What follows belongs to an exercise in optimizing a design on an open flow for small area, a short achievable clock period and few clock cycles per item; a production flow would make more cautious choices.
Function was checked by simulation only, so behaviour that the tests miss may differ from the original.
No activity file was given, so power comes from the tool's default toggle rates.

File: flow/config.mk
export PLATFORM = sky130hd
export DESIGN_NAME = horizontal_antialias_fir_core
export DESIGN_NICKNAME = horizontal_antialias_fir_core
export VERILOG_FILES = /design/flow/design.v
export SDC_FILE = /design/flow/constraint.sdc
export NUM_CORES = 4
export LEC_CHECK = 0
export CAP_MARGIN = 20
export CORE_MARGIN = 2
export CORE_UTILIZATION = 40
export CTS_BUF_LIST = sky130_fd_sc_hd__clkbuf_4 sky130_fd_sc_hd__clkbuf_8 sky130_fd_sc_hd__clkbuf_16
export CTS_CLUSTER_DIAMETER = 80
export CTS_CLUSTER_SIZE = 40
export SETUP_SLACK_MARGIN = 4.5
export SLEW_MARGIN = 20
File: flow/constraint.sdc
create_clock -name core_clock -period 8.5 [get_ports {clk}]
set_input_delay 1.7000 -clock core_clock [delete_from_list [all_inputs] [get_ports {clk}]]
set_output_delay 1.7000 -clock core_clock [all_outputs]
set_load 0.01 [all_outputs]
File: flow/design.v
package hafir_pkg;
  localparam int MAX_LINE_WIDTH = 4096;
  localparam int COL_W = 12;
  localparam int LW_W = 13;
  localparam int CH_W = 8;
  localparam int PIX_W = 24;
endpackage
module hafir_lane #(
  parameter int CPA = 1    
) (
  input  logic       k_pass,
  input  logic       k1,
  input  logic       k3,
  input  logic [7:0] a,
  input  logic [7:0] b,
  input  logic [7:0] c,
  input  logic [7:0] d,
  input  logic [7:0] e,
  output logic [7:0] filt
);
  logic [11:0] o1, o2, o3, p, q;
  logic [11:0] x1, y1, x2, y2, x3, y3;
  logic [11:0] sum;
  assign o1 = {3'd0, b, 1'b0};
  assign o2 = {3'd0, d, 1'b0};
  assign o3 = {3'd0, c, 1'b0};
  assign p  = k3 ? {4'd0, a} : {3'd0, c, 1'b0};
  assign q  = ({12{k1}} & {1'b0, c, 3'b000}) | ({12{k3}} & {4'd0, e});
  logic [11:0] h1, h2, h3;
  assign h1 = o1 ^ o2;
  assign x1 = h1 ^ o3;
  assign y1 = {(o1[10:0] & o2[10:0]) | (h1[10:0] & o3[10:0]), 1'b0};
  assign h2 = x1 ^ y1;
  assign x2 = h2 ^ p;
  assign y2 = {(x1[10:0] & y1[10:0]) | (h2[10:0] & p[10:0]), 1'b0};
  assign h3 = x2 ^ y2;
  assign x3 = h3 ^ q;
  assign y3 = {(x2[10:0] & y2[10:0]) | (h3[10:0] & q[10:0]), 1'b0};
  if (CPA == 0) begin : g_add
    assign sum = x3 + y3;
  end else if (CPA == 1) begin : g_skl
    logic [11:0] g [5];
    logic [11:0] t [5];
    always_comb begin
      g[0] = x3 & y3;
      t[0] = x3 ^ y3;
      for (int l = 0; l < 4; l++) begin
        for (int i = 0; i < 12; i++) begin
          if (((i >> l) & 1) == 1) begin
            g[l+1][i] = g[l][i] | (t[l][i] & g[l][((i >> l) << l) - 1]);
            t[l+1][i] = t[l][i] & t[l][((i >> l) << l) - 1];
          end else begin
            g[l+1][i] = g[l][i];
            t[l+1][i] = t[l][i];
          end
        end
      end
    end
    assign sum = t[0] ^ {g[4][10:0], 1'b0};
  end else begin : g_rc
    logic [12:0] cy;
    assign cy[0] = 1'b0;
    for (genvar i = 0; i < 12; i++) begin : g_bit
      assign sum[i]  = x3[i] ^ y3[i] ^ cy[i];
      assign cy[i+1] = (x3[i] & y3[i]) | (x3[i] & cy[i]) | (y3[i] & cy[i]);
    end
  end
  assign filt = k_pass ? c : (k1 ? sum[11:4] : sum[10:3]);
endmodule
module horizontal_antialias_fir_core (
  input  logic        clk,
  input  logic        rst_n,
  input  logic        in_valid,
  output logic        in_ready,
  input  logic [7:0]  red_in,
  input  logic [7:0]  green_in,
  input  logic [7:0]  blue_in,
  output logic        out_valid,
  input  logic        out_ready,
  output logic [7:0]  red_out,
  output logic [7:0]  green_out,
  output logic [7:0]  blue_out,
  output logic        line_end,
  input  logic        cfg_psel,
  input  logic        cfg_penable,
  input  logic        cfg_pwrite,
  input  logic [2:0]  cfg_paddr,
  input  logic [31:0] cfg_pwdata,
  output logic [31:0] cfg_prdata,
  output logic        cfg_pready
);
  logic [1:0]  filter_sel_r;
  logic [12:0] line_width_r;
  logic [11:0] col_r;
  logic [23:0] w0_r, w1_r, w2_r, w3_r;    
  logic        v2_r, v3_r;                
  logic        t2_r, t3_r;                
  logic        kp_r, k1_r, k3_r;          
  logic [24:0] o_r;                       
  logic        ov_r;
  logic [23:0] px;
  logic [23:0] filt;
  logic        wr_d_r;
  logic        o_free;
  logic        in_acc;
  logic        cfg_wr;
  logic [12:0] col_inc;
  logic        last;
  logic        use_filt;
  logic        emit;
  logic        shift;
  assign px = {red_in, green_in, blue_in};
  assign cfg_pready = 1'b1;
  assign cfg_wr     = cfg_psel && cfg_penable && cfg_pwrite;
  assign cfg_prdata = cfg_paddr[2] ? {19'd0, line_width_r} : {30'd0, filter_sel_r};
  always_ff @(posedge clk) begin
    if (!rst_n) begin
      filter_sel_r <= 2'd0;
      line_width_r <= 13'd640;
    end else if (cfg_wr) begin
      if (cfg_paddr[2]) line_width_r <= cfg_pwdata[12:0];
      else              filter_sel_r <= cfg_pwdata[1:0];
    end
  end
  assign col_inc  = {1'b0, col_r} + 13'd1;
  assign last     = col_inc[12] || (col_inc >= line_width_r);
  assign use_filt = in_acc ? (!last && (col_r >= 12'd3))
                           : ((col_r >= 12'd4) && ({1'b0, col_r} < line_width_r));
  always_ff @(posedge clk) begin
    if (!rst_n) begin
      wr_d_r <= 1'b0;
      kp_r   <= 1'b1;
      k1_r   <= 1'b0;
      k3_r   <= 1'b0;
    end else begin
      wr_d_r <= cfg_wr;
      kp_r   <= !use_filt || (filter_sel_r == 2'd0);
      k1_r   <= filter_sel_r == 2'd1;
      k3_r   <= filter_sel_r == 2'd3;
    end
  end
  assign o_free   = !ov_r || out_ready;
  assign in_ready = !wr_d_r && (!v2_r || o_free);
  assign in_acc   = in_valid && in_ready;
  assign emit     = o_free && v2_r && (in_acc || t2_r || (v3_r && t3_r));
  assign shift    = in_acc || ((!v3_r || t3_r) && (emit || (!v2_r && v3_r)));
  for (genvar l = 0; l < 3; l++) begin : g_lane
    hafir_lane u_lane (
      .k_pass     (kp_r),
      .k1         (k1_r),
      .k3         (k3_r),
      .a          (w0_r[l*8 +: 8]),
      .b          (w1_r[l*8 +: 8]),
      .c          (w2_r[l*8 +: 8]),
      .d          (w3_r[l*8 +: 8]),
      .e          (px[l*8 +: 8]),
      .filt       (filt[l*8 +: 8])
    );
  end
  always_ff @(posedge clk) begin
    if (!rst_n) begin
      v2_r  <= 1'b0;
      v3_r  <= 1'b0;
      col_r <= 12'd0;
    end else begin
      if (shift) begin
        v2_r <= v3_r;
        v3_r <= in_acc;
      end else if (emit) begin
        v2_r <= 1'b0;
      end
      if (in_acc) col_r <= last ? 12'd0 : col_inc[11:0];
    end
  end
  always_ff @(posedge clk) begin
    if (shift) begin
      w0_r <= w1_r;
      w1_r <= w2_r;
      w2_r <= w3_r;
      w3_r <= px;
      t2_r <= t3_r;
      t3_r <= last;
    end
  end
  always_ff @(posedge clk) begin
    if (!rst_n) ov_r <= 1'b0;
    else        ov_r <= emit || (ov_r && !out_ready);
  end
  always_ff @(posedge clk) begin
    if (o_free) o_r <= {filt, t2_r};
  end
  assign out_valid = ov_r;
  assign red_out   = o_r[24:17];
  assign green_out = o_r[16:9];
  assign blue_out  = o_r[8:1];
  assign line_end  = o_r[0];
endmodule
File: flow/flow/run.sh
#!/bin/bash
# The standard layout (the standard.sh, unchanged synthesis), with the
# port buffers inserted as buf_1 cells instead of the resizer's default pick.
set -euo pipefail
bash standard.sh "BUFFER_PORTS_ARGS=-buffer_cell sky130_fd_sc_hd__buf_1"  finish > flow_make.log 2>&1
File: flow/standard.sh
#!/bin/bash
# synth_recipe.tcl (not shown) runs the flow's synth.tcl, then flattens the netlist and writes it again
# the make line also repeats each setting of config.mk as NAME=value (left out here)
make -C /OpenROAD-flow-scripts/flow DESIGN_CONFIG=/design/flow/config.mk WORK_HOME=/design/flow/orfs CLKGATE_MAP_FILE= SYNTH_SCRIPT=/design/flow/synth_recipe.tcl "${@:-finish}"
==> results of run 1 <==
-- power by group --
group	total, uW	internal [uW]	switching (uW)
Combinational	1150	535	614
Clock	728	419	309
Sequential	932	898	34.1
-- per-stage QoR --
step           utilization [%]  std cells  total power (uW)
6_report                  48.3       1324              2810
3_3_place_gp              43.4       1251              1850
5_1_grt                   48.3       1324              3020
3_5_place_dp              43.4       1251              1870
4_1_cts                   47.1       1307              2710
2_1_floorplan                -        884              1690
-- cell type report --
| cell class | instances | area [um^2] | share of cell area [%] |
|---|---|---|---|
| antenna | 1 | 2.50 | 0.0214 |
| clock inverter | 10 | 88.8 | 0.759 |
| multi-input combinational | 562 | 5180 | 44.3 |
| inverter | 119 | 447 | 3.82 |
| sequential | 157 | 4380 | 37.4 |
| timing repair buffer | 129 | 737 | 6.29 |
| tap | 324 | 405 | 3.46 |
| clock buffer | 22 | 463 | 3.95 |
-- Yosys cell counts, types with 7 or more instances --
library cell               count
sky130_fd_sc_hd__inv_1       116
sky130_fd_sc_hd__fa_1         75
sky130_fd_sc_hd__dfxtp_1      34
sky130_fd_sc_hd__a22oi_1      18
sky130_fd_sc_hd__nor3_1       13
sky130_fd_sc_hd__and2_1       30
sky130_fd_sc_hd__nor2b_1       9
sky130_fd_sc_hd__xor2_1       13
sky130_fd_sc_hd__ha_1         60
sky130_fd_sc_hd__a22o_1        9
sky130_fd_sc_hd__mux2i_1      28
sky130_fd_sc_hd__a21oi_1      40
sky130_fd_sc_hd__and3_1        9
sky130_fd_sc_hd__nand4_1       8
sky130_fd_sc_hd__o21ai_0       8
sky130_fd_sc_hd__a211oi_1     10
sky130_fd_sc_hd__nand3_1      12
sky130_fd_sc_hd__o211ai_1      7
sky130_fd_sc_hd__nand2_1      70
sky130_fd_sc_hd__nor2_1       39
sky130_fd_sc_hd__edfxtp_1    123
sky130_fd_sc_hd__xnor2_1       9
sky130_fd_sc_hd__buf_4        21
sky130_fd_sc_hd__clkbuf_1     23
sky130_fd_sc_hd__o21ai_1      20
-- sequential cells by signal (all words and copies together), names as in the netlist --
register and cells:
k1_r 1, w0_r 24, v3_r 1, filter_sel_r 2, ov_r 1, kp_r 1, t3_r 1, o_r 25
t2_r 1, col_r 12, w2_r 24, v2_r 1, w1_r 24, wr_d_r 1, k3_r 1, line_width_r 13
w3_r 24
-- timing repair --
item | CTS | global route
setup buffers | 24 | 14
resized for setup | 28 | 28
gates cloned | 0 | 2
hold buffers | 0 | 0
endpoints found under the setup margin | 31 | 21
pin swaps | 18 | 21
-- cell families after synthesis --
family / count (synthesis)
mux: 36
simple gates: 207
flops: 157
fa+ha+maj: 135
other cells: 2
buf+inv: 165
compound gates: 142
xor+xnor: 22
-- metal layers --
metal / global-route usage, % / vias to the layer above / part of all wire, %
met5: 0 / - / 0
met4: 6.01 / 0 / 2.1
met3: 2.43 / 26 / 2.9
met2: 26.1 / 110 / 49
met1: 21.6 / 3226 / 46
li1: - / 3189 / -
-- critical path: stages, from the launching register on --
cell and delay (ps):
sky130_fd_sc_hd__edfxtp_1 410, sky130_fd_sc_hd__fa_1 540, sky130_fd_sc_hd__inv_1 50, sky130_fd_sc_hd__fa_1 500, sky130_fd_sc_hd__fa_1 550, sky130_fd_sc_hd__inv_1 60, sky130_fd_sc_hd__ha_4 280, sky130_fd_sc_hd__nand4_1 160
sky130_fd_sc_hd__nor3_2 200, sky130_fd_sc_hd__nor3_2 80, sky130_fd_sc_hd__fa_2 540, sky130_fd_sc_hd__nor2_1 40, sky130_fd_sc_hd__a211oi_1 230, sky130_fd_sc_hd__a21oi_1 80
-- worst paths after layout --
kind	end	slack, ps	cells past startpoint
setup / recovery	o_r[13]$_DFFE_PN_	4460	13
hold / removal	w2_r[0]$_DFFE_PP_	450	0
setup reg to reg	o_r[13]$_DFFE_PN_	4460	13
hold reg to reg	w2_r[0]$_DFFE_PP_	450	0
==> impl.org, run 1 <==
** Synthesis
- The biggest area contributor in the post-synthesis netlist is sky130_fd_sc_hd__edfxtp_1.
- Summing the areas of all and, or, nand and nor instances in the mapped netlist gives 10.3% of the synthesized area.
- In the synthesized netlist the dominant register cell turns out to be sky130_fd_sc_hd__edfxtp_1.
- After synthesis, the largest family of logic cells by area is adder cells.
- Cell variety after synth :: 52
- Count of mapped cells out of synthesis :: 866
- The share of the Yosys chip area taken by registers is 44.4%.
- Post-Synth XOR/XNOR Area :: 1.96%
- Yosys top cell area share :: 37.5%
- Portion of netlist area occupied by mux cells :: 3.76%
- Summing the areas of all compound-gate instances in the mapped netlist gives 9.56% of the synthesized area.
- Top area cells in the synthesized netlist :: sky130_fd_sc_hd__edfxtp_1, sky130_fd_sc_hd__fa_1, sky130_fd_sc_hd__ha_1
- Async set-reset flop share out of synthesis :: 0%
- The cell area that synthesis handed to floorplanning was 0.00985 mm^2.
- Area share of fa/ha/maj cells after synthesis :: 22.9%
- During synthesis, Yosys emitted a total of 4 warnings.
- Dividing the synthesized area by the synthesized cell count gives 11.4 um^2.
- #FFs+latches synth :: 157
- In this run, synthesis inferred 123 flip-flops with an integrated enable.

** Min path
- The worst hold path belongs to the class register to register.
- Startpoint of the worst hold path :: w3_r[0]$_DFFE_PP_

** Floorplan
- In this run the count of I/O pins placed on the die edge is 126.
- Initial standard-cell utilization of the core :: 40.6%
- Area enclosed by the die boundary :: 0.0259 mm^2
- The die is 161 um tall.
- The floorplan has 57 rows.
- Horizontal extent of the die :: 161 um
- Placeable core area :: 0.0242 mm^2

** Timing
- Between clock sinks in the finished design, the worst skew comes to 14.4 ps.
- After layout, the worst path uses 47.5% of the clock period.
- Setup TNS :: 0 ps
- Shortest period the worst path allows :: 4040 ps
- Final Hold Violating Endpoints :: 0
- Final hold analysis gives a worst-case slack of 448 ps.
- Slew at the pin closest to its max-slew limit :: 893 ps
- Post-route setup slack :: 4460 ps
- In this run the tightest slew margin relative to its limit is 40.5%.
- Setup violations remaining at the end of the flow were counted as 0.
- Pins over their slew limit :: 0
- Upper clock frequency limit :: 0.248 GHz
- Unrepaired setup endpoints after global routing :: true

** Placement
- Global placement routability congestion :: 0.801
- Summing all placed instances gives a cell area of 0.0105 mm^2.
- Input and output buffers added on the ports amount to 84.
- Before CTS, the worst setup slack after placement is 4040 ps.
- Once detailed placement completed, the half-perimeter wirelength came to 13.9 mm.

** Drt
- Number of iterations in the first detailed-routing pass :: 5
- Via/cell ratio :: 4.95
- The detail route stage leaves a number of antenna-violating nets equal to 0.
- Residual DRC count :: 0
- Final wirelength :: 20.5 mm
- The final route contains 6551 vias.
- After the first detailed-routing iteration, the DRC count stood at 354.
- Final routed wire length divided by cell count :: 15.5 um

** Finish
- Fill cell count :: 2199
- In the layout the commonest cells are sky130_fd_sc_hd__edfxtp_1, sky130_fd_sc_hd__inv_1, sky130_fd_sc_hd__buf_1.
- Post-synthesis to final-layout area growth :: 18.9%
- Final Cell Area :: 0.0117 mm^2
- Fraction of layout instances using a drive strength above 1 :: 15.0%
- Most frequent standard cell in the layout excluding fill and tap cells :: sky130_fd_sc_hd__edfxtp_1
- The net count of the finished layout is 1187.

** Clocking
- The clock passes through at most 2 buffers.
- The tree built by TritonCTS fans out to 157 sinks.
- At the later pin of the worst-skew pair, clock insertion delay measures 430 ps.
- Clock Pin Slew Worst Setup and Hold Paths :: 60 ps
- CTS root buffer :: sky130_fd_sc_hd__clkbuf_16
- Depth of the CTS H-tree :: 4
- Number of CTS-inserted buffers :: 17
- Clock tree from TritonCTS :: yes

** Power
- IR analysis of the VDD net gives a maximum drop of 0.160 mV.
- In this run the static leakage power is 0.00473 uW.
- In this run the power density over the cells is 240 mW/mm^2.

** Setup path
- Kind of critical path :: register to register
- STA classifies the critical path startpoint as a register.
- Maximum fanout encountered on the critical timing path :: 4
- STA puts the critical path data arrival time at 4160 ps.
- In this run the critical register-to-register path is launched from w3_r[14]$_DFFE_PP_.
- At the worst endpoint, the required time is 8620 ps.
- STA classifies the critical path endpoint as a register.
- The critical path starts at w3_r[14]$_DFFE_PP_.

** GRT
- Total gr overflow :: 0
- Total routing usage reported by global routing :: 16.0%
- The via count of the first global-routing pass was 6502.
- Number of antenna violations at the first check in global routing :: 1
- Maximum number of pins on one net before global-route repair :: 60
- Wire length of the first global-routing pass :: 32.8 mm

** Run status
- Outcome :: finished clean

** Run
- Across the run, the number of max-cap violations was 0.
Testbench counts, summed over its fixed seeds: cycles 27,321, items 27,129.
==> inputs of run 2 (changes only) <==
==> flow/flow/run.sh (replaced) <==
#!/bin/bash
# The standard layout (the standard.sh, unchanged synthesis), with the
# port buffers inserted as buf_1 cells instead of the resizer's default pick.
set -euo pipefail
bash standard.sh "BUFFER_PORTS_ARGS=-buffer_cell sky130_fd_sc_hd__buf_1" "CTS_ARGS=-sink_clustering_enable -repair_clock_nets -sink_clustering_size 25 -sink_clustering_max_diameter 300 -buf_list sky130_fd_sc_hd__clkbuf_8 -dont_use_dummy_load" finish > flow_make.log 2>&1
--- a/flow/config.mk
+++ b/flow/config.mk
@@ -8,8 +8,8 @@
 export CAP_MARGIN = 20
 export CORE_MARGIN = 2
 export CORE_UTILIZATION = 40
-export CTS_BUF_LIST = sky130_fd_sc_hd__clkbuf_4 sky130_fd_sc_hd__clkbuf_8 sky130_fd_sc_hd__clkbuf_16
-export CTS_CLUSTER_DIAMETER = 80
-export CTS_CLUSTER_SIZE = 40
-export SETUP_SLACK_MARGIN = 4.5
+export CTS_BUF_LIST = sky130_fd_sc_hd__clkbuf_8
+export CTS_CLUSTER_DIAMETER = 100
+export CTS_CLUSTER_SIZE = 50
+export SETUP_SLACK_MARGIN = 4.2
 export SLEW_MARGIN = 20
==> run 2 against run 1 <==
Effect of this change:
- routed wire length decreased by 7.7%
- clock skew increased by 16 ps
- sequential cell count unchanged
- global-route usage decreased by 0.65 points
- worst hold slack got worse by 1.1 ps
- clock power decreased by 42%
- via count decreased by 4.3%
- critical path type is now primary input to primary output
- register-to-register slack got worse by 80 ps
==> impl.org, run 2 <==
** Run status
- Outcome :: finished clean

** Setup path
- The peak fanout along the critical path came to 16 (+12).
- Endpoint arrival time on the critical path :: 2430 ps (-1730 ps)
- STA classifies the critical path startpoint as a primary input.
- Crit Reg-Reg Startpoint :: w2_r[14]$_DFFE_PP_
- The cell count of the worst reg-to-reg path is 13 (unchanged).
- Capture point of the worst reg-to-reg path :: o_r[14]$_DFFE_PN_
- Kind of critical path :: primary input to primary output
- Worst R2R Setup Slack :: 4380 ps (-80 ps)
- Worst setup EP type :: primary output
- Worst endpoint required time :: 6800 ps (-1820 ps)

** Synthesis
- Most instantiated cells after synthesis :: sky130_fd_sc_hd__edfxtp_1, sky130_fd_sc_hd__inv_1, sky130_fd_sc_hd__fa_1, sky130_fd_sc_hd__nand2_1, sky130_fd_sc_hd__ha_1
- Top area cells in the synthesized netlist :: sky130_fd_sc_hd__edfxtp_1, sky130_fd_sc_hd__fa_1, sky130_fd_sc_hd__ha_1
- Async set-reset flop share out of synthesis :: 0% (unchanged)
- Count of mapped cells out of synthesis :: 866 (unchanged)
- The average size of a mapped cell was 11.4 um^2 (unchanged).
- Predominant post-synthesis flop cell :: sky130_fd_sc_hd__edfxtp_1
- The number of distinct standard cells referenced by the synthesized netlist is 52 (unchanged).
- Yosys top cell area share :: 37.5% (unchanged)
- sky130_fd_sc_hd__edfxtp_1 is the most common cell in the netlist.
- Proportion of synthesized chip area in sequential cells :: 44.4% (unchanged)
- The flip-flop and latch count after synthesis is 157 (unchanged).
- The count of yosys warnings during synthesis came to 4 (unchanged).
- The count of flip-flops with a built-in enable after synthesis came to 123 (unchanged).
- Yosys top cell by area :: sky130_fd_sc_hd__edfxtp_1
- Post-synth design cell area :: 0.00985 mm^2 (unchanged)

** Clocking
- Depth of the CTS H-tree :: 4 (unchanged)
- The insertion delay to the later sink of the worst-skew pair was 450 ps (+20 ps).
- The quantity of hold-fixing buffers added after cts came to 0 (unchanged).
- Number of CTS-inserted buffers :: 17 (unchanged)
- TritonCTS built the clock tree.
- Bufs on Longest Clock Path :: 2 (unchanged)
- The total number of clock tree sinks was 157 (unchanged).
- The clock-pin slew of the registers on the worst-case setup and hold paths was 70 ps (about the same).
- Clock tree synthesis selected as its root buffer the cell sky130_fd_sc_hd__clkbuf_8.

** Timing
- Setup repair after global routing could not meet its margin everywhere.
- Final Skew :: 30.7 ps (+16.2 ps)
- Upper clock frequency limit :: 0.242 GHz (-2.2%)
- Fraction of the cycle the final worst path needs :: 48.6% (+1.1 points)
- The clock period minus worst slack came to 4130 ps (+91.4 ps).
- Final Hold Violating Endpoints :: 0 (unchanged)
- The max-slew violation count came to 0 (unchanged).
- The accumulated negative setup slack came to 0 ps (unchanged).
- Slew at the pin closest to its max-slew limit :: 808 ps (-84.9 ps)
- The final setup violation count was 0 (unchanged).
- Worst max-slew margin expressed relative to the limit :: 45.9% (+5.5 points)

** Power
- The total power of the final layout came to 2250 uW (-20%).
- Leak Pwr :: 0.00440 uW (-7.0%)
- The power per unit of standard cell area came to 208 mW/mm^2 (-13%).
- Highest ir drop seen on vdd :: 0.108 mV (-33%)

** Min path
- In this run the most critical hold path is launched from w1_r[16]$_DFFE_PP_.
- For hold timing, the worst endpoint is w0_r[16]$_DFFE_PP_.
- Cell depth of the worst min-delay path :: 0 (unchanged)
- Kind of path behind the tightest hold check :: register to register

** Placement
- Number of buffer cells added on primary ports :: 84 (unchanged)
- The detailed placer's ending HPWL came to 13.9 mm (-0.30%).
- Global placement routability congestion :: 0.851 (+6.3%)

** Finish
- The number of inserted filler cells in the final layout came to 2351 (+6.9%).
- o_r holds more flip-flops than any other register.
- The flip-flop count of the largest register, all copies and words added was 25 (unchanged).
- Most frequent standard cell in the layout excluding fill and tap cells :: sky130_fd_sc_hd__edfxtp_1
- Post-synthesis to final-layout area growth :: 9.76%
- Utilization of the core after routing :: 44.6% (-3.7 points)
- The sequential cell area came to 0.00438 mm^2 (about the same).
- The area used by multi-input combinational logic is 0.00491 mm^2 (-5.4%).
- In the layout the commonest cells are sky130_fd_sc_hd__edfxtp_1, sky130_fd_sc_hd__inv_1, sky130_fd_sc_hd__buf_1.
- Post-layout net count :: 1157 (-2.5%)
- The layout cell share with drive strength beyond 1 is 6.18% (-8.8 points).

** GRT
- The via count of the first global-routing pass was 6157 (-5.3%).
- Number of antenna violations at the first check in global routing :: 1 (unchanged)
- The global-route usage over all layers is 15.3% (-0.65 points).
- The first-pass GRT wire length came to 31.5 mm (-3.9%).
- The largest net degree at the start of global routing is 64 (+6.7%).
- The remaining global-route overflow was 0 (unchanged).

** Drt
- The routed via count was 6271 (-4.3%).
- The per-cell via count in the routed design was 4.90 (-0.91%).
- Final wirelength :: 19.0 mm (-7.7%)
- The count of nets left with antenna violations after detail routing came to 0 (unchanged).
- Residual DRC count :: 0 (unchanged)
- Number of iterations in the first detailed-routing pass :: 4 (-1)
- Final routed wire length divided by cell count :: 14.8 um (-4.5%)
- 1st-iter DRT viols :: 327 (-7.6%)

** Floorplan
- The initial cell density of the core came to 40.6% (unchanged).
- Placeable core area :: 0.0242 mm^2 (unchanged)
- Area enclosed by the die boundary :: 0.0259 mm^2 (unchanged)
- Site row count :: 57 (unchanged)
- The width of the die is 161 um (unchanged).
- The count of pins on the block boundary was 126 (unchanged).
- Height of the chip :: 161 um (unchanged)

** Run
- Count of maximum capacitance violations :: 0 (unchanged)
==> run 2: cell counts after synthesis <==
Identical to the previous run, type by type.
==> run 2: area by class of cell <==
| cell class | instances | share of cell area [%] |
|---|---|---|
| Timing Repair Buffer | 99 | 4.03 |
| Clock buffer | 17 | 2.16 |
| Inverter | 119 | 4.13 |
| Sequential cell | 157 | 40.5 |
| Antenna cell | 1 | 0.0232 |
| Tap cell | 324 | 3.75 |
| Multi-Input combinational cell | 562 | 45.4 |
==> run 2: routing by layer <==
| metal | up-vias | GRT usage [%] | routed length [um] |
|---|---|---|---|
| li1 | 3100 | - | - |
| met1 | 3061 | 21.2 | 9010 |
| met2 | 92 | 24.9 | 9170 |
| met3 | 18 | 2.76 | 528 |
| met4 | 0 | 4.18 | 248 |
| met5 | - | 0 | 0 |
==> run 2: report_power, final <==
part           internal (uW)  total, uW  switching, uW
logic                    382        896            514
registers                897        934           37.1
clock network            177        419            242
total                   1460       2250            794
==> run 2: cell families after synthesis <==
kind of cell	Yosys count	synth area share, %
AOI/OAI and AO/OA	142	9.56
adders and majority gates	135	22.9
DFF	157	44.4
buffers and inverters	165	7.09
muxes	36	3.76
and+or+nand+nor	207	10.3
xor gates and xnor gates	22	1.96
other	2	0.0763
==> run 2: worst max-delay path, cell delays in order <==
cell	delay [ps]
sky130_fd_sc_hd__buf_2	230
sky130_fd_sc_hd__mux2_2	370
sky130_fd_sc_hd__buf_1	130
==> run 2: what timing repair did <==
action	CTS	global route
buffers inserted	0	9
resized for setup	1	10
setup endpoints to repair	2	16
endpoints found under the hold margin	0	0
==> run 2: metrics by stage <==
stage	setup slack [ps]	instance area (um^2)	instances	hold WS, ps
final	4370	10800	1279	447
after global routing	4160	10800	1279	460
after CTS	4210	10700	1269	447
after detailed placement	4010	10500	1252	437
after global placement	3980	10500	1252	432
after floorplan	3870	9940	884	426
==> run 2: worst max-delay path by stage <==
stage / start / end / slack (ps) / cells after the start
5_1_grt: w3_r[5]$_DFFE_PP_ / o_r[6]$_DFFE_PN_ / 4160 / 13
6_report: cfg_paddr[2] / cfg_prdata[1] / 4370 / 3
2_1_floorplan: out_ready / t2_r$_DFFE_PP_ / 3870 / 2
4_1_cts: k3_r$_SDFF_PN0_ / o_r[22]$_DFFE_PN_ / 4210 / 12
3_5_place_dp: blue_in[3] / o_r[6]$_DFFE_PN_ / 4010 / 12
3_3_place_gp: green_in[5] / o_r[13]$_DFFE_PN_ / 3980 / 12
==> inputs of run 3 (changes only) <==
==> flow/flow/run.sh (replaced) <==
#!/bin/bash
# The standard layout (the standard.sh, unchanged synthesis), with the
# port buffers inserted as buf_1 cells instead of the resizer's default pick.
set -euo pipefail
bash standard.sh "BUFFER_PORTS_ARGS=-buffer_cell sky130_fd_sc_hd__buf_1" "CTS_ARGS=-sink_clustering_enable -repair_clock_nets -sink_clustering_size 40 -sink_clustering_max_diameter 300 -buf_list sky130_fd_sc_hd__clkbuf_8 -dont_use_dummy_load" finish > flow_make.log 2>&1
==> run 3 against run 2 <==
Effect of this change:
- highest routed layer unchanged
- still clean on timing, DRC and antenna
- final area stayed put
- sequential cell count stayed put
- routed wire length stayed put
==> impl.org, run 3 <==
** Run status
- Outcome :: finished clean

** Finish
- In the layout the commonest cells are sky130_fd_sc_hd__edfxtp_1, sky130_fd_sc_hd__inv_1, sky130_fd_sc_hd__buf_1.
- The net total in the final layout is 1157 (unchanged).
- The register with the most flip-flops in the final layout is o_r.
- The final instance count without filler cells was 1279 (unchanged).
- Post-synthesis to final-layout area growth :: 9.76% (unchanged)
- Leaving out fill and tap cells, the most frequent cell in the layout is sky130_fd_sc_hd__edfxtp_1.
- Number of flip-flops under the largest register name :: 25 (unchanged)
- The layout cell share with drive strength beyond 1 was 6.18% (unchanged).

** Clocking
- Number of CTS-inserted buffers :: 17 (unchanged)
- The deepest level of the CTS H-tree came to 4 (unchanged).
- Insertion delay of the later-clocked pin in the worst-skew pair :: 450 ps (about the same)
- The clock-pin slew of the registers on the worst-case setup and hold paths was 70 ps (about the same).
- The root buffer cell chosen for the clock tree is sky130_fd_sc_hd__clkbuf_8.
- TritonCTS built the clock tree.
- Sink Count :: 157 (unchanged)
- Number of hold-repair buffers added at the cts stage :: 0 (unchanged)
- Bufs on Longest Clock Path :: 2 (unchanged)

** Timing
- The transition time at the pin with the least slew margin was 808 ps (unchanged).
- Worst hold slack across all endpoints :: 447 ps (unchanged)
- Setup violation total in the final timing report :: 0 (unchanged)
- Setup TNS :: 0 ps (unchanged)
- Pins over their slew limit :: 0 (unchanged)
- Upper clock frequency limit :: 0.242 GHz (unchanged)
- The period utilization was 48.6% (unchanged).
- The worst clock skew came to 30.7 ps (unchanged).
- Unrepaired setup endpoints after global routing :: true
- The relative max-transition margin is 45.9% (unchanged).
- The number of hold violations in the final report was 0 (unchanged).
- The clock period minus worst slack is 4130 ps (unchanged).

** Floorplan
- Initial standard-cell utilization of the core :: 40.6% (unchanged)
- IO Count :: 126 (unchanged)
- The die footprint was 0.0259 mm^2 (unchanged).
- Site row count :: 57 (unchanged)
- Height of the chip :: 161 um (unchanged)
- Horizontal extent of the die :: 161 um (unchanged)
- Placeable core area :: 0.0242 mm^2 (unchanged)

** Drt
- The routed length per placed instance came to 14.8 um (unchanged).
- Count of antenna-violating nets left after detailed routing :: 0 (unchanged)
- Residual DRC count :: 0 (unchanged)
- The routed via count came to 6271 (unchanged).
- The per-cell via count in the routed design was 4.90 (unchanged).
- 1st-iter DRT viols :: 327 (unchanged)
- Final wirelength :: 19.0 mm (unchanged)
- Number of iterations in the first detailed-routing pass :: 4 (unchanged)

** GRT
- Total gr overflow :: 0 (unchanged)
- Number of antenna violations at the first check in global routing :: 1 (unchanged)
- Wire length of the first global-routing pass :: 31.5 mm (unchanged)
- Maximum number of pins on one net before global-route repair :: 64 (unchanged)
- Total routing usage reported by global routing :: 15.3% (unchanged)
- The via count of the first global-routing pass is 6157 (unchanged).

** Synthesis
- The proportion of netlist area held by the largest area contributor was 37.5% (unchanged).
- Of all cell types, the one taking the most synthesized area is sky130_fd_sc_hd__edfxtp_1.
- The post-synthesis instance area came to 0.00985 mm^2 (unchanged).
- EDFF count, synth :: 123 (unchanged)
- Counting instances in the post-synthesis netlist gives the leading cell types as sky130_fd_sc_hd__edfxtp_1, sky130_fd_sc_hd__inv_1, sky130_fd_sc_hd__fa_1, sky130_fd_sc_hd__nand2_1, sky130_fd_sc_hd__ha_1.
- #FFs+latches synth :: 157 (unchanged)
- Proportion of synthesized chip area in sequential cells :: 44.4% (unchanged)
- By area the synthesized netlist is led by sky130_fd_sc_hd__edfxtp_1, sky130_fd_sc_hd__fa_1, sky130_fd_sc_hd__ha_1.
- Cell variety after synth :: 52 (unchanged)
- Async set-reset flop share out of synthesis :: 0% (unchanged)
- Number of warnings printed during yosys synthesis :: 4 (unchanged)
- The average size of a mapped cell is 11.4 um^2 (unchanged).
- sky130_fd_sc_hd__edfxtp_1 is the most common cell in the netlist.
- Count of mapped cells out of synthesis :: 866 (unchanged)
- Predominant post-synthesis flop cell :: sky130_fd_sc_hd__edfxtp_1

** Setup path
- STA classifies the critical path endpoint as a primary output.
- Worst reg2reg path depth :: 13 (unchanged)
- Startpoint Class :: primary input
- The worst path arrival time came to 2430 ps (about the same).
- The startpoint identified for the worst register-to-register timing path is w2_r[14]$_DFFE_PP_.
- The required time reported for the critical path endpoint was 6800 ps (about the same).
- Maximum fanout encountered on the critical timing path :: 16 (unchanged)
- Kind of critical path :: primary input to primary output
- Worst R2R Setup Slack :: 4380 ps (about the same)
- Capture point of the worst reg-to-reg path :: o_r[14]$_DFFE_PN_

** Min path
- Kind of path behind the tightest hold check :: register to register
- For hold timing, the worst endpoint is w0_r[16]$_DFFE_PP_.
- In this run the most critical hold path is launched from w1_r[16]$_DFFE_PP_.
- Cell depth of the worst min-delay path :: 0 (unchanged)

** Placement
- Global placement routability congestion :: 0.851 (unchanged)
- Detailed Place HPWL :: 13.9 mm (unchanged)
- The number of instances in the placed design is 1252 (unchanged).
- Number of buffer cells added on primary ports :: 84 (unchanged)

** Power
- The standby leakage power was 0.00440 uW (unchanged).
- The power per unit of standard cell area was 208 mW/mm^2 (unchanged).
- The worst-case vdd ir drop came to 0.108 mV (unchanged).

** Run
- The number of maximum-capacitance violations came to 0 (unchanged).
==> run 3: logic make-up after synthesis <==
family | share of synthesized area, %
compound gates | 9.56
xor+xnor | 1.96
fa+ha+maj | 22.9
buf+inv | 7.09
flops | 44.4
mux | 3.76
other cells | 0.0763
simple gates | 10.3
==> run 3: per-layer routing <==
metal / GRT usage [%] / part of all wire, % / vias to the layer above
met5: 0 / 0 / -
met4: 4.18 / 1.3 / 0
met3: 2.76 / 2.8 / 18
met2: 24.9 / 48 / 92
met1: 21.2 / 48 / 3061
li1: - / - / 3100
==> run 3: area by class of cell <==
cell class | count | area [um^2]
fillers | 2351 | 13400
well taps | 324 | 405
clock buffers | 17 | 234
repair buffers | 99 | 435
multi-input cells | 562 | 4910
inverters | 119 | 447
flip-flops and latches | 157 | 4380
diodes | 1 | 2.50
==> run 3: where the power goes <==
| group | switching (uW) | internal [uW] | leakage [uW] |
|---|---|---|---|
| registers | 37.1 | 897 | 0.00150 |
| clock network | 242 | 177 | 0.000122 |
| logic | 514 | 382 | 0.00278 |
| total | 794 | 1460 | 0.00440 |
==> run 3: how the worst max path moves through the flow <==
| stage | from | endpoint | cells past startpoint |
|---|---|---|---|
| detailed placement | blue_in[3] | o_r[6]$_DFFE_PN_ | 12 |
| global route | w3_r[5]$_DFFE_PP_ | o_r[6]$_DFFE_PN_ | 13 |
| CTS | k3_r$_SDFF_PN0_ | o_r[22]$_DFFE_PN_ | 12 |
| finish | cfg_paddr[2] | cfg_prdata[1] | 3 |
| global placement | green_in[5] | o_r[13]$_DFFE_PN_ | 12 |
| floorplan | out_ready | t2_r$_DFFE_PP_ | 2 |
==> run 3: stage by stage <==
stage	area [um^2]	util (%)	total power (uW)	worst slack, ps
floorplan	9940	-	1660	3870
global placement	10500	43.1	1820	3980
detailed placement	10500	43.1	1840	4010
CTS	10700	44.1	2260	4210
global route	10800	44.6	2470	4160
finish	10800	44.6	2250	4370
==> run 3: worst max-delay path, stage by stage <==
cell and delay [ps]:
sky130_fd_sc_hd__buf_2 230, sky130_fd_sc_hd__mux2_2 370, sky130_fd_sc_hd__buf_1 130
==> run 3: repair_timing <==
item                       4_1_cts  5_1_grt
hold endpoints to repair         0        0
resized for setup                1       10
setup endpoints to repair        2       16
buffers inserted                 0        9
==> inputs of run 4 (changes only) <==
==> flow/flow/run.sh (replaced) <==
#!/bin/bash
# The standard layout (the standard.sh, unchanged synthesis), with the
# port buffers inserted as buf_1 cells instead of the resizer's default pick.
set -euo pipefail
bash standard.sh "BUFFER_PORTS_ARGS=-buffer_cell sky130_fd_sc_hd__buf_1" "CTS_ARGS=-sink_clustering_enable -repair_clock_nets -sink_clustering_size 50 -sink_clustering_max_diameter 100 -buf_list sky130_fd_sc_hd__clkbuf_8 -dont_use_dummy_load" finish > flow_make.log 2>&1
--- a/flow/config.mk
+++ b/flow/config.mk
@@ -5,11 +5,11 @@
 export SDC_FILE = /design/flow/constraint.sdc
 export NUM_CORES = 4
 export LEC_CHECK = 0
-export CAP_MARGIN = 20
+export CAP_MARGIN = 0
 export CORE_MARGIN = 2
 export CORE_UTILIZATION = 40
 export CTS_BUF_LIST = sky130_fd_sc_hd__clkbuf_8
 export CTS_CLUSTER_DIAMETER = 100
 export CTS_CLUSTER_SIZE = 50
 export SETUP_SLACK_MARGIN = 4.2
-export SLEW_MARGIN = 20
+export SLEW_MARGIN = 0
==> run 4 against run 3 <==
Effect of this change:
- routed wire length did not move
- maximum frequency did not move
- final area did not move
- sequential share of layout area did not move
- largest cell class unchanged
- utilization did not move
- first-iteration DRC count did not move
==> impl.org, run 4 <==
** GRT
- The first-pass GRT wire length is 31.5 mm (unchanged).
- Via count of the first global-routing pass :: 6157 (unchanged)
- The largest net degree at the start of global routing came to 64 (unchanged).
- The remaining global-route overflow was 0 (unchanged).
- Total routing usage reported by global routing :: 15.3% (unchanged)
- The number of antenna violations at the first check in global routing was 1 (unchanged).

** Synthesis
- By area, the combinational part of the netlist is dominated by adder cells.
- The number of instances in the synthesized netlist was 866 (unchanged).
- Cell variety after synth :: 52 (unchanged)
- The area fraction in compound gates after synthesis came to 9.56% (unchanged).
- Post-synth design cell area :: 0.00985 mm^2 (unchanged)
- Yosys top cell by area :: sky130_fd_sc_hd__edfxtp_1
- By instance count, the leading cell after synthesis is sky130_fd_sc_hd__edfxtp_1.
- In the synthesized netlist the dominant register cell turns out to be sky130_fd_sc_hd__edfxtp_1.
- The xor and xnor area share after synthesis came to 1.96% (unchanged).
- The count of yosys warnings during synthesis is 4 (unchanged).
- The portion of the post-synthesis area used by sequential elements is 44.4% (unchanged).
- Average cell area after synthesis :: 11.4 um^2 (unchanged)
- EDFF count, synth :: 123 (unchanged)
- The proportion of netlist area held by the largest area contributor is 37.5% (unchanged).
- Most instantiated cells after synthesis :: sky130_fd_sc_hd__edfxtp_1, sky130_fd_sc_hd__inv_1, sky130_fd_sc_hd__fa_1, sky130_fd_sc_hd__nand2_1, sky130_fd_sc_hd__ha_1
- The post-synthesis simple-gate area fraction came to 10.3% (unchanged).
- Async set-reset flop share out of synthesis :: 0% (unchanged)
- #FFs+latches synth :: 157 (unchanged)
- Area share of fa/ha/maj cells after synthesis :: 22.9% (unchanged)
- Portion of netlist area occupied by mux cells :: 3.76% (unchanged)
- Top area cells in the synthesized netlist :: sky130_fd_sc_hd__edfxtp_1, sky130_fd_sc_hd__fa_1, sky130_fd_sc_hd__ha_1

** Finish
- The net total in the final layout came to 1157 (unchanged).
- The library cells used most frequently in the layout, excluding fill and tap cells, are sky130_fd_sc_hd__edfxtp_1, sky130_fd_sc_hd__inv_1, sky130_fd_sc_hd__buf_1.
- Final Cell Area :: 0.0108 mm^2 (unchanged)
- The layout cell share with drive strength beyond 1 was 6.18% (unchanged).
- The area added between synthesis and finish is 9.76% (unchanged).
- Number of standard cells in the final layout excluding fillers :: 1279 (unchanged)
- Number of flip-flops under the largest register name :: 25 (unchanged)
- Most frequent standard cell in the layout excluding fill and tap cells :: sky130_fd_sc_hd__edfxtp_1
- o_r holds more flip-flops than any other register.

** Placement
- Cell area after placement :: 0.0105 mm^2 (unchanged)
- Global placement routability congestion :: 0.851 (unchanged)
- The number of instances in the placed design is 1252 (unchanged).
- The detailed placer's ending HPWL came to 13.9 mm (unchanged).
- Number of buffer cells added on primary ports :: 84 (unchanged)
- The post-place setup slack was 4010 ps (unchanged).

** Timing
- The period utilization is 48.6% (unchanged).
- Worst hold slack across all endpoints :: 447 ps (unchanged)
- Pins over their slew limit :: 0 (unchanged)
- The relative max-transition margin was 45.9% (unchanged).
- Upper clock frequency limit :: 0.242 GHz (unchanged)
- The worst clock skew is 30.7 ps (unchanged).
- Post-route setup slack :: 4370 ps (unchanged)
- The number of hold violations in the final report was 0 (unchanged).
- Setup violation total in the final timing report :: 0 (unchanged)
- Slew at the pin closest to its max-slew limit :: 808 ps (unchanged)
- The accumulated negative setup slack was 0 ps (unchanged).
- Shortest period the worst path allows :: 4130 ps (unchanged)
- Setup repair after global routing could not meet its margin everywhere.

** Drt
- Residual DRC count :: 0 (unchanged)
- Number of iterations in the first detailed-routing pass :: 4 (unchanged)
- Final routed wire length divided by cell count :: 14.8 um (unchanged)
- Via count :: 6271 (unchanged)
- The first-iteration detailed-routing DRC count was 327 (unchanged).
- Via/cell ratio :: 4.90 (unchanged)
- Count of antenna-violating nets left after detailed routing :: 0 (unchanged)
- The total wirelength of the detailed-routed design is 19.0 mm (unchanged).

** Setup path
- The worst setup path is captured at a primary output.
- Cells along the critical path :: buf_2, mux2_2, buf_1
- The cell count of the worst reg-to-reg path is 13 (unchanged).
- The worst path arrival time came to 2430 ps (about the same).
- Critical Path Max Stage Delay :: 370 ps (about the same)
- Depth of the critical timing path with buffers and inverters included :: 3 (unchanged)
- Master of the slowest instance on the critical path :: sky130_fd_sc_hd__mux2_2
- The setup path with the least slack is of type primary input to primary output.
- Maximum fanout encountered on the critical timing path :: 16 (unchanged)
- Cell type group with the largest total delay on the critical path :: multiplexers
- Worst endpoint required time :: 6800 ps (about the same)
- The worst setup path is launched from a primary input.
- Total buffers and inverters traversed by the critical path :: 2 (unchanged)

** Min path
- In this run the worst hold path is classified as register to register.
- The number of cells on the worst hold path is 0 (unchanged).

** Power
- Highest ir drop seen on vdd :: 0.108 mV (unchanged)
- The standby leakage power was 0.00440 uW (unchanged).
- Power per cell area :: 208 mW/mm^2 (unchanged)

** Run status
- Outcome :: finished clean

** Clocking
- The cell sitting at the root of the clock tree is a sky130_fd_sc_hd__clkbuf_8.
- Clock tree from TritonCTS :: yes
- The deepest level of the CTS H-tree came to 4 (unchanged).
- The maximum buffer depth of the clock tree came to 2 (unchanged).
- Number of hold-repair buffers added at the cts stage :: 0 (unchanged)
- The total number of clock tree sinks is 157 (unchanged).
- Clock Pin Slew Worst Setup and Hold Paths :: 70 ps (about the same)
- Number of CTS-inserted buffers :: 17 (unchanged)
- The insertion delay to the later sink of the worst-skew pair is 450 ps (about the same).

** Floorplan
- Initial standard-cell utilization of the core :: 40.6% (unchanged)
- Height of the chip :: 161 um (unchanged)
- Area enclosed by the die boundary :: 0.0259 mm^2 (unchanged)
- Horizontal extent of the die :: 161 um (unchanged)
- The area inside the core boundary was 0.0242 mm^2 (unchanged).
- The number of placement rows was 57 (unchanged).
- The count of pins on the block boundary came to 126 (unchanged).

** Run
- Count of maximum capacitance violations :: 0 (unchanged)
[run 4: where the power goes]
part           internal, uW  leakage [uW]  switching [uW]  total (uW)
registers               897       0.00150            37.1         934
logic                   382       0.00278             514         896
clock network           177      0.000122             242         419
total                  1460       0.00440             794        2250
[run 4: metal layers]
metal  up-vias  GRT usage, %  part of all wire [%]
met5         -             0                     0
met4         0          4.18                   1.3
met3        18          2.76                   2.8
met2        92          24.9                    48
met1      3061          21.2                    48
li1       3100             -                     -
[run 4: area by class of cell]
| type | count | area (um^2) |
|---|---|---|
| well taps | 324 | 405 |
| clock buffers | 17 | 234 |
| diodes | 1 | 2.50 |
| multi-input cells | 562 | 4910 |
| repair buffers | 99 | 435 |
| inverters | 119 | 447 |
| fillers | 2351 | 13400 |
| flip-flops and latches | 157 | 4380 |
[run 4: timing repair]
| action | 4_1_cts | 5_1_grt |
|---|---|---|
| hold endpoints to repair | 0 | 0 |
| setup endpoints to repair | 2 | 16 |
| gates resized for setup | 1 | 10 |
| buffers inserted | 0 | 9 |
[run 4: cell families (layout without fill, tap and decap cells)]
| kind of cell | Yosys count | after routing |
|---|---|---|
| compound gates | 142 | 142 |
| xor+xnor | 22 | 22 |
| fa+ha+maj | 135 | 135 |
| buf+inv | 165 | 235 |
| flops | 157 | 157 |
| mux | 36 | 36 |
| other cells | 2 | 21 |
| simple gates | 207 | 207 |
[run 4: final timing paths]
| check | from | endpoint | slack, ps |
|---|---|---|---|
| worst max-delay path | cfg_paddr[2] | cfg_prdata[1] | 4370 |
| worst min-delay path | w1_r[16]$_DFFE_PP_ | w0_r[16]$_DFFE_PP_ | 450 |
| worst max register to register | w2_r[14]$_DFFE_PP_ | o_r[14]$_DFFE_PN_ | 4380 |
| worst min register to register | w1_r[16]$_DFFE_PP_ | w0_r[16]$_DFFE_PP_ | 450 |
[run 4: metrics by stage]
| stage | utilization, % | total power [uW] |
|---|---|---|
| global placement | 43.1 | 1820 |
| floorplan | - | 1660 |
| detailed placement | 43.1 | 1840 |
| CTS | 44.1 | 2260 |
| finish | 44.6 | 2250 |
| global route | 44.6 | 2470 |
==> inputs of run 5 (changes only) <==
--- a/flow/config.mk
+++ b/flow/config.mk
@@ -5,11 +5,11 @@
 export SDC_FILE = /design/flow/constraint.sdc
 export NUM_CORES = 4
 export LEC_CHECK = 0
-export CAP_MARGIN = 0
+export CAP_MARGIN = 20
 export CORE_MARGIN = 2
 export CORE_UTILIZATION = 40
 export CTS_BUF_LIST = sky130_fd_sc_hd__clkbuf_8
 export CTS_CLUSTER_DIAMETER = 100
 export CTS_CLUSTER_SIZE = 50
-export SETUP_SLACK_MARGIN = 4.2
-export SLEW_MARGIN = 0
+export SETUP_SLACK_MARGIN = 4.1
+export SLEW_MARGIN = 20
==> run 5 against run 4 <==
Effect of this change:
- die area did not move
- critical path type unchanged
- utilization fell by 0.27 points
- sequential power barely moved
- via count fell by 0.75%
- synthesized cell count did not move
- routed wire length fell by 0.28%
- power fell by 0.61%
- clock power barely moved
==> impl.org, run 5 <==
** GRT
- Wire length of the first global-routing pass :: 31.5 mm (unchanged)
- The global-route usage over all layers is 15.3% (unchanged).
- The remaining global-route overflow was 0 (unchanged).
- Maximum number of pins on one net before global-route repair :: 64 (unchanged)
- The number of antenna violations at the first check in global routing was 1 (unchanged).
- The via count of the first global-routing pass came to 6157 (unchanged).

** Finish
- Leading cell types in the layout, fill and taps excluded :: sky130_fd_sc_hd__edfxtp_1, sky130_fd_sc_hd__inv_1, sky130_fd_sc_hd__buf_1
- The net total in the final layout is 1152 (-0.43%).
- Most frequent standard cell in the layout excluding fill and tap cells :: sky130_fd_sc_hd__edfxtp_1
- Number of standard cells in the final layout excluding fillers :: 1274 (-0.39%)
- The number of inserted filler cells in the final layout is 2354 (+0.13%).
- Post-synthesis to final-layout area growth :: 9.10%
- Ranked by flip-flop count, first place goes to o_r.
- The layout cell share with drive strength beyond 1 is 5.16% (-1.0 points).
- Number of flip-flops under the largest register name :: 25 (unchanged)

** Power
- Leak Pwr :: 0.00438 uW (-0.58%)
- The power per unit of standard cell area is 208 mW/mm^2 (about the same).
- The worst-case vdd ir drop was 0.103 mV (-4.3%).
- The switching part of the total was 35.2% (-0.085 points).
- The part of the total power dissipated in combinational logic came to 39.5% (-0.3 points).
- The share of power burned in the clock network came to 18.7% (about the same).
- The design internal power is 1450 uW (-0.47%).
- Relative contribution of sequential cells to total power :: 41.9% (+0.4 points)
- Net load switching power :: 787 uW (-0.85%)

** Min path
- The path with the worst hold slack has its endpoint at w0_r[16]$_DFFE_PP_.
- Kind of path behind the tightest hold check :: register to register
- Startpoint of the worst hold path :: w1_r[16]$_DFFE_PP_
- The number of cells on the worst hold path came to 0 (unchanged).

** Floorplan
- The die footprint was 0.0259 mm^2 (unchanged).
- Initial standard-cell utilization of the core :: 40.6% (unchanged)
- Site row count :: 57 (unchanged)
- The chip height came to 161 um (unchanged).
- The width of the die is 161 um (unchanged).
- Placeable core area :: 0.0242 mm^2 (unchanged)
- The count of pins on the block boundary is 126 (unchanged).

** Synthesis
- Cell variety after synth :: 52 (unchanged)
- Average cell area after synthesis :: 11.4 um^2 (unchanged)
- The biggest area contributor in the post-synthesis netlist is sky130_fd_sc_hd__edfxtp_1.
- Yosys instantiated no cell more often than sky130_fd_sc_hd__edfxtp_1.
- Predominant post-synthesis flop cell :: sky130_fd_sc_hd__edfxtp_1
- Most instantiated cells after synthesis :: sky130_fd_sc_hd__edfxtp_1, sky130_fd_sc_hd__inv_1, sky130_fd_sc_hd__fa_1, sky130_fd_sc_hd__nand2_1, sky130_fd_sc_hd__ha_1
- Number of warnings printed during yosys synthesis :: 4 (unchanged)
- The post-synthesis instance area is 0.00985 mm^2 (unchanged).
- The count of flip-flops with a built-in enable after synthesis came to 123 (unchanged).
- #FFs+latches synth :: 157 (unchanged)
- In the post-synthesis netlist, the biggest area contributors are sky130_fd_sc_hd__edfxtp_1, sky130_fd_sc_hd__fa_1, sky130_fd_sc_hd__ha_1.
- The async set-reset flop share out of synthesis is 0% (unchanged).
- The portion of the post-synthesis area used by sequential elements came to 44.4% (unchanged).
- Count of mapped cells out of synthesis :: 866 (unchanged)
- Yosys top cell area share :: 37.5% (unchanged)

** Clocking
- The total number of clock tree sinks came to 157 (unchanged).
- Depth of the CTS H-tree :: 4 (unchanged)
- Bufs on Longest Clock Path :: 2 (unchanged)
- The clock-pin slew of the registers on the worst-case setup and hold paths was 70 ps (about the same).
- Insertion delay of the later-clocked pin in the worst-skew pair :: 450 ps (about the same)
- CTS root buffer :: sky130_fd_sc_hd__clkbuf_8
- The CTS buffer count is 17 (unchanged).
- TritonCTS built the clock tree.

** Timing
- Fraction of the cycle the final worst path needs :: 48.8% (+0.23 points)
- The worst clock skew was 28.4 ps (-2.24 ps).
- The relative max-transition margin is 45.9% (about the same).
- Upper clock frequency limit :: 0.241 GHz (-0.46%)
- The clock period minus worst slack was 4150 ps (+19.1 ps).
- Slew at the pin closest to its max-slew limit :: 808 ps (+0.0229 ps)
- The number of hold violations in the final report is 0 (unchanged).
- The accumulated negative setup slack was 0 ps (unchanged).
- The final setup violation count was 0 (unchanged).
- The max-slew violation count came to 0 (unchanged).
- Unrepaired setup endpoints after global routing :: false

** Placement
- The routability congestion estimate is 0.851 (unchanged).
- Detailed Place HPWL :: 13.9 mm (unchanged)
- The count of input and output buffers was 84 (unchanged).
- Cells after DPL :: 1252 (unchanged)

** Setup path
- The worst path arrival time was 2450 ps (+20 ps).
- Capture point of the worst reg-to-reg path :: o_r[14]$_DFFE_PN_
- STA classifies the critical path endpoint as a primary output.
- On the critical path, the stage with the largest delay is an instance of sky130_fd_sc_hd__mux2_2.
- The signal on the critical path passes through clkbuf_2, mux2_2, buf_1.
- The required time reported for the critical path endpoint came to 6800 ps (about the same).
- The delay of the slowest cell on the worst path is 380 ps (about the same).
- Maximum fanout encountered on the critical timing path :: 16 (unchanged)
- The cell count of the worst reg-to-reg path was 13 (unchanged).
- Crit Reg-Reg Startpoint :: w2_r[12]$_DFFE_PP_
- The worst setup path is of the primary input to primary output kind.
- Startpoint Class :: primary input
- The worst-case register-to-register setup slack was 4360 ps (-20 ps).

** Drt
- The count of nets left with antenna violations after detail routing is 0 (unchanged).
- The number of detailed-route iterations in the first pass came to 4 (unchanged).
- Final wirelength :: 18.9 mm (-0.28%)
- Via/cell ratio :: 4.89 (-0.36%)
- The residual DRC count was 0 (unchanged).
- 1st-iter DRT viols :: 348 (+6.4%)
- Final routed wire length divided by cell count :: 14.8 um (+0.11%)
- Via count :: 6224 (-0.75%)

** Run status
- Outcome :: finished clean

** Run
- Count of maximum capacitance violations :: 0 (unchanged)
==> run 5: cell counts after synthesis <==
Identical to the previous run, type by type.
==> run 5: worst max path at each step <==
stage	start	to	slack [ps]	depth (start not counted)
floorplan	out_ready	t2_r$_DFFE_PP_	3870	2
global placement	green_in[5]	o_r[13]$_DFFE_PN_	3980	12
detailed placement	blue_in[3]	o_r[6]$_DFFE_PN_	4010	12
CTS	cfg_paddr[2]	cfg_prdata[1]	4130	3
global route	w2_r[22]$_DFFE_PP_	o_r[21]$_DFFE_PN_	4100	13
finish	cfg_paddr[2]	cfg_prdata[1]	4350	3
==> run 5: cell families (layout without fill, tap and decap cells) <==
family / count (synthesis) / after routing / synth area share (%)
xor gates and xnor gates: 22 / 22 / 1.96
AOI/OAI and AO/OA: 142 / 142 / 9.56
muxes: 36 / 36 / 3.76
adders and majority gates: 135 / 135 / 22.9
and+or+nand+nor: 207 / 207 / 10.3
DFF: 157 / 157 / 44.4
buffers and inverters: 165 / 230 / 7.09
other: 2 / 21 / 0.0763
==> run 5: repair_timing <==
item / 4_1_cts / 5_1_grt
endpoints found under the setup margin: 0 / 14
resized for setup: 0 / 5
hold buffers: 0 / 0
buffers inserted: 0 / 4
==> run 5: power by group through the flow <==
stage          clock (uW)  sequential [uW]  combinational [uW]
2_1_floorplan           0              951                 712
3_3_place_gp            0              953                 867
3_5_place_dp            0              955                 881
4_1_cts               437              939                 888
5_1_grt               466              944                1040
6_report              417              936                 882
==> run 5: per-stage QoR <==
stage	setup WS [ps]	instance area [um^2]	power, uW	utilization, %	hold WS, ps
floorplan	3870	9940	1660	-	426
global placement	3980	10500	1820	43.1	432
detailed placement	4010	10500	1840	43.1	437
CTS	4130	10700	2260	44.1	447
global route	4100	10700	2450	44.3	460
finish	4350	10700	2240	44.3	442
==> run 5: final cells by class <==
cell class | instances | area, um^2 | share of cell area [%]
antenna | 1 | 2.50 | 0.0233
sequential | 157 | 4380 | 40.8
inverter | 119 | 447 | 4.16
timing repair buffer | 94 | 395 | 3.68
multi-input combinational | 562 | 4880 | 45.4
tap | 324 | 405 | 3.77
clock buffer | 17 | 234 | 2.18
==> run 5: routing by layer <==
| metal | global-route usage [%] | part of all wire (%) | vias to the layer above |
|---|---|---|---|
| li1 | - | - | 3092 |
| met2 | 24.9 | 49 | 83 |
| met5 | 0 | 0 | - |
| met1 | 21.2 | 47 | 3035 |
| met4 | 4.18 | 1.1 | 0 |
| met3 | 2.76 | 3.1 | 14 |
==> run 5: critical path, delay by kind of cell <==
kind / cells / cell delay (ps)
muxes: 1 / 380
buffers and inverters: 2 / 370
==> inputs of run 6 (changes only) <==
--- a/flow/config.mk
+++ b/flow/config.mk
@@ -11,5 +11,6 @@
 export CTS_BUF_LIST = sky130_fd_sc_hd__clkbuf_8
 export CTS_CLUSTER_DIAMETER = 100
 export CTS_CLUSTER_SIZE = 50
-export SETUP_SLACK_MARGIN = 4.1
+export GPL_ROUTABILITY_DRIVEN = 0
+export SETUP_SLACK_MARGIN = 4.2
 export SLEW_MARGIN = 20
==> run 6 against run 5 <==
Effect of this change:
- first-iteration DRC count down 6.0%
- sequential share of layout area down 0.25 points
- final area up 0.61%
- final cell count up 0.39%
- non-clock buffer count up 5
- routed wire length up 0.29%
- setup slack better by 19 ps
- critical path type unchanged
- die area unchanged
- utilization up 0.27 points
- synthesized area unchanged
==> impl.org, run 6 <==
** Finish
- Number of standard cells in the final layout excluding fillers :: 1279 (+0.39%)
- Number of flip-flops under the largest register name :: 25 (unchanged)
- Register with the most flip-flops :: o_r
- Leading cell types in the layout, fill and taps excluded :: sky130_fd_sc_hd__edfxtp_1, sky130_fd_sc_hd__inv_1, sky130_fd_sc_hd__buf_1
- The layout cell share with drive strength beyond 1 is 6.18% (+1.0 points).
- Most frequent standard cell in the layout excluding fill and tap cells :: sky130_fd_sc_hd__edfxtp_1
- Utilization of the core after routing :: 44.6% (+0.27 points)
- Post-layout net count :: 1157 (+0.43%)
- Relative to the synthesized area, the layout overhead comes to 9.76%.

** Floorplan
- Initial standard-cell utilization of the core :: 40.6% (unchanged)
- The count of pins on the block boundary is 126 (unchanged).
- The number of placement rows is 57 (unchanged).
- The die footprint came to 0.0259 mm^2 (unchanged).
- The width of the die is 161 um (unchanged).
- The chip height was 161 um (unchanged).
- The area inside the core boundary came to 0.0242 mm^2 (unchanged).

** Timing
- The relative max-transition margin is 45.9% (about the same).
- Shortest period the worst path allows :: 4130 ps (-19.1 ps)
- The period utilization is 48.6% (-0.23 points).
- Final Hold Violating Endpoints :: 0 (unchanged)
- The final setup violation count was 0 (unchanged).
- The max-slew violation count was 0 (unchanged).
- Final Skew :: 30.7 ps (+2.24 ps)
- Setup repair after global routing could not meet its margin everywhere.
- Setup TNS :: 0 ps (unchanged)
- Worst hold slack across all endpoints :: 447 ps (+4.38 ps)
- The transition time at the pin with the least slew margin is 808 ps (-0.0229 ps).
- Upper clock frequency limit :: 0.242 GHz (+0.46%)

** Power
- The part of the total power dissipated in combinational logic was 39.8% (+0.3 points).
- Clock share of power :: 18.6% (about the same)
- The design internal power is 1460 uW (+0.48%).
- The switching power is 794 uW (+0.85%).
- Switching power share of the total :: 35.3% (+0.085 points)
- Relative contribution of sequential cells to total power :: 41.5% (-0.4 points)
- Leak Pwr :: 0.00440 uW (+0.58%)
- Highest ir drop seen on vdd :: 0.108 mV (+4.5%)
- Overall power :: 2250 uW (+0.61%)
- The power per unit of standard cell area is 208 mW/mm^2 (about the same).

** Drt
- The wire length on met1 came to 9.01 mm (+0.75%).
- Wire length on met2 :: 9.17 mm (about the same)
- Final routed wire length divided by cell count :: 14.8 um (-0.11%)
- DR WL met3 :: 528 um (-9.3%)
- The per-cell via count in the routed design came to 4.90 (+0.36%).
- Residual DRC count :: 0 (unchanged)
- Signal routing reaches up to met4.
- 1st-iter DRT viols :: 327 (-6.0%)
- Via count :: 6271 (+0.76%)
- Final wirelength :: 19.0 mm (+0.29%)
- The count of nets left with antenna violations after detail routing was 0 (unchanged).
- Number of iterations in the first detailed-routing pass :: 4 (unchanged)

** Synthesis
- Count of mapped cells out of synthesis :: 866 (unchanged)
- The portion of the post-synthesis area used by sequential elements is 44.4% (unchanged).
- Ranked by instance count, the synthesized netlist is headed by sky130_fd_sc_hd__edfxtp_1, sky130_fd_sc_hd__inv_1, sky130_fd_sc_hd__fa_1, sky130_fd_sc_hd__nand2_1, sky130_fd_sc_hd__ha_1.
- The number of distinct standard cells referenced by the synthesized netlist came to 52 (unchanged).
- Number of warnings printed during yosys synthesis :: 4 (unchanged)
- Async set-reset flop share out of synthesis :: 0% (unchanged)
- Post-synth design cell area :: 0.00985 mm^2 (unchanged)
- The count of flip-flops with a built-in enable after synthesis is 123 (unchanged).
- Yosys top cell by area :: sky130_fd_sc_hd__edfxtp_1
- Average cell area after synthesis :: 11.4 um^2 (unchanged)
- Yosys top cell area share :: 37.5% (unchanged)
- #FFs+latches synth :: 157 (unchanged)
- Top area cells in the synthesized netlist :: sky130_fd_sc_hd__edfxtp_1, sky130_fd_sc_hd__fa_1, sky130_fd_sc_hd__ha_1
- Among all cell types in the netlist, the one instantiated most often is sky130_fd_sc_hd__edfxtp_1.
- Among all flip-flop cells after synthesis, the most frequent one is sky130_fd_sc_hd__edfxtp_1.

** Setup path
- Maximum fanout encountered on the critical timing path :: 16 (unchanged)
- Cells along the critical path :: buf_2, mux2_2, buf_1
- The worst setup path is launched from a primary input.
- The delay of the slowest cell on the worst path was 370 ps (about the same).
- Worst endpoint required time :: 6800 ps (about the same)
- Endpoint arrival time on the critical path :: 2430 ps (-20 ps)
- Worst setup EP type :: primary output
- The critical path is of the primary input to primary output type.
- Master of the slowest instance on the critical path :: sky130_fd_sc_hd__mux2_2

** Clocking
- Number of CTS-inserted buffers :: 17 (unchanged)
- Number of hold-repair buffers added at the cts stage :: 0 (unchanged)
- Clock Pin Slew Worst Setup and Hold Paths :: 70 ps (about the same)
- Bufs on Longest Clock Path :: 2 (unchanged)
- Depth of the CTS H-tree :: 4 (unchanged)
- Insertion delay of the later-clocked pin in the worst-skew pair :: 450 ps (about the same)
- TritonCTS built the clock tree.
- CTS root buffer :: sky130_fd_sc_hd__clkbuf_8
- The total number of clock tree sinks is 157 (unchanged).

** GRT
- Maximum number of pins on one net before global-route repair :: 64 (unchanged)
- Number of antenna violations at the first check in global routing :: 1 (unchanged)
- The first-pass GRT wire length came to 31.5 mm (unchanged).
- Total routing usage reported by global routing :: 15.3% (unchanged)
- Total gr overflow :: 0 (unchanged)
- Via count of the first global-routing pass :: 6157 (unchanged)

** Placement
- The number of instances in the placed design is 1252 (unchanged).
- The count of input and output buffers was 84 (unchanged).
- Detailed Place HPWL :: 13.9 mm (unchanged)

** Run status
- The run finished with no timing, DRC or antenna violations.

** Min path
- In this run the worst hold path is classified as register to register.

** Run
- Count of maximum capacitance violations :: 0 (unchanged)
-- run 6: area by class of cell --
type	instances	area, um^2
fillers	2351	13400
multi-input cells	562	4910
diodes	1	2.50
well taps	324	405
repair buffers	99	435
clock buffers	17	234
flip-flops and latches	157	4380
inverters	119	447
-- run 6: metrics by stage --
step                setup slack [ps]  area (um^2)
detailed placement              4010        10500
global placement                3980        10500
global route                    4160        10800
CTS                             4210        10700
floorplan                       3870         9940
finish                          4370        10800
-- run 6: path summary, 6_finish.rpt --
kind	startpoint	to	slack [ps]	depth (start not counted)
min reg2reg	w1_r[16]$_DFFE_PP_	w0_r[16]$_DFFE_PP_	450	0
max	cfg_paddr[2]	cfg_prdata[1]	4370	3
max reg2reg	w2_r[14]$_DFFE_PP_	o_r[14]$_DFFE_PN_	4380	13
min	w1_r[16]$_DFFE_PP_	w0_r[16]$_DFFE_PP_	450	0
-- run 6: repair_timing --
| item | 4_1_cts | 5_1_grt |
|---|---|---|
| cloned | 0 | 0 |
| pin swaps | 0 | 0 |
| setup endpoints to repair | 2 | 16 |
| hold endpoints to repair | 0 | 0 |
| resized for setup | 1 | 10 |
| buffers inserted | 0 | 9 |
-- run 6: logic make-up after synthesis --
family | Yosys count | share of synthesized area, %
DFF | 157 | 44.4
buffers and inverters | 165 | 7.09
xor gates and xnor gates | 22 | 1.96
other | 2 | 0.0763
adders and majority gates | 135 | 22.9
and+or+nand+nor | 207 | 10.3
AOI/OAI and AO/OA | 142 | 9.56
muxes | 36 | 3.76
-- run 6: metal layers --
layer	up-vias	GRT usage [%]
met5	-	0
met2	92	24.9
met3	18	2.76
li1	3100	-
met4	0	4.18
met1	3061	21.2
-- run 6: power groups by stage --
stage / registers [uW] / logic (uW) / clock network, uW
2_1_floorplan: 951 / 712 / 0
6_report: 934 / 896 / 419
5_1_grt: 943 / 1060 / 466
3_5_place_dp: 955 / 881 / 0
3_3_place_gp: 953 / 867 / 0
4_1_cts: 939 / 889 / 437
-- run 6: critical path: cells and delay by family --
family | cells | cell delay [ps]
muxes | 1 | 370
buffers and inverters | 2 | 360

==> static timing again, ports no longer ideal <==
The results above use ideal ports. As a check the final layouts listed here were re-extracted and re-timed, cells and wires unchanged. Step 1 sets driving cells, clkbuf_16 on the clock port and buf_2 on the other inputs (assumed; they add their load-dependent delay and slew). Step 2, shift: input delay + t, output delay - t, t = (earliest + latest rising clock arrival at the registers) / 2. This alone moves slack from input paths to output paths. a / b / c = ideal / step 1 / step 2; a / b = the first two.
| run | t (ns) | setup slack, ns | hold WS [ns] | slew at the worst register clock pin (ns) | worst data-port slew with drivers (ns) |
|---|---|---|---|---|---|
| run 1 | 0.475 | 4.463 / 4.463 / 4.046 | 0.448 / 0.448 / 0.448 | 0.07 / 0.07 | 0.07 |
| run 2 | 0.474 | 4.372 / 4.348 / 4.023 | 0.447 / 0.447 / 0.447 | 0.09 / 0.09 | 0.08 |
| run 3 | 0.474 | 4.372 / 4.348 / 4.023 | 0.447 / 0.447 / 0.447 | 0.09 / 0.09 | 0.08 |
| run 4 | 0.474 | 4.372 / 4.348 / 4.023 | 0.447 / 0.447 / 0.447 | 0.09 / 0.09 | 0.08 |
| run 5 | 0.474 | 4.353 / 4.327 / 4.018 | 0.442 / 0.442 / 0.442 | 0.09 / 0.09 | 0.08 |
| run 6 | 0.474 | 4.372 / 4.348 / 4.023 | 0.447 / 0.447 / 0.447 | 0.09 / 0.09 | 0.08 |
After both steps every run listed still meets setup and hold. For run 1, which loses most, drivers alone change the setup slack by 0.000 ns; drivers and shift together by -0.417 ns.
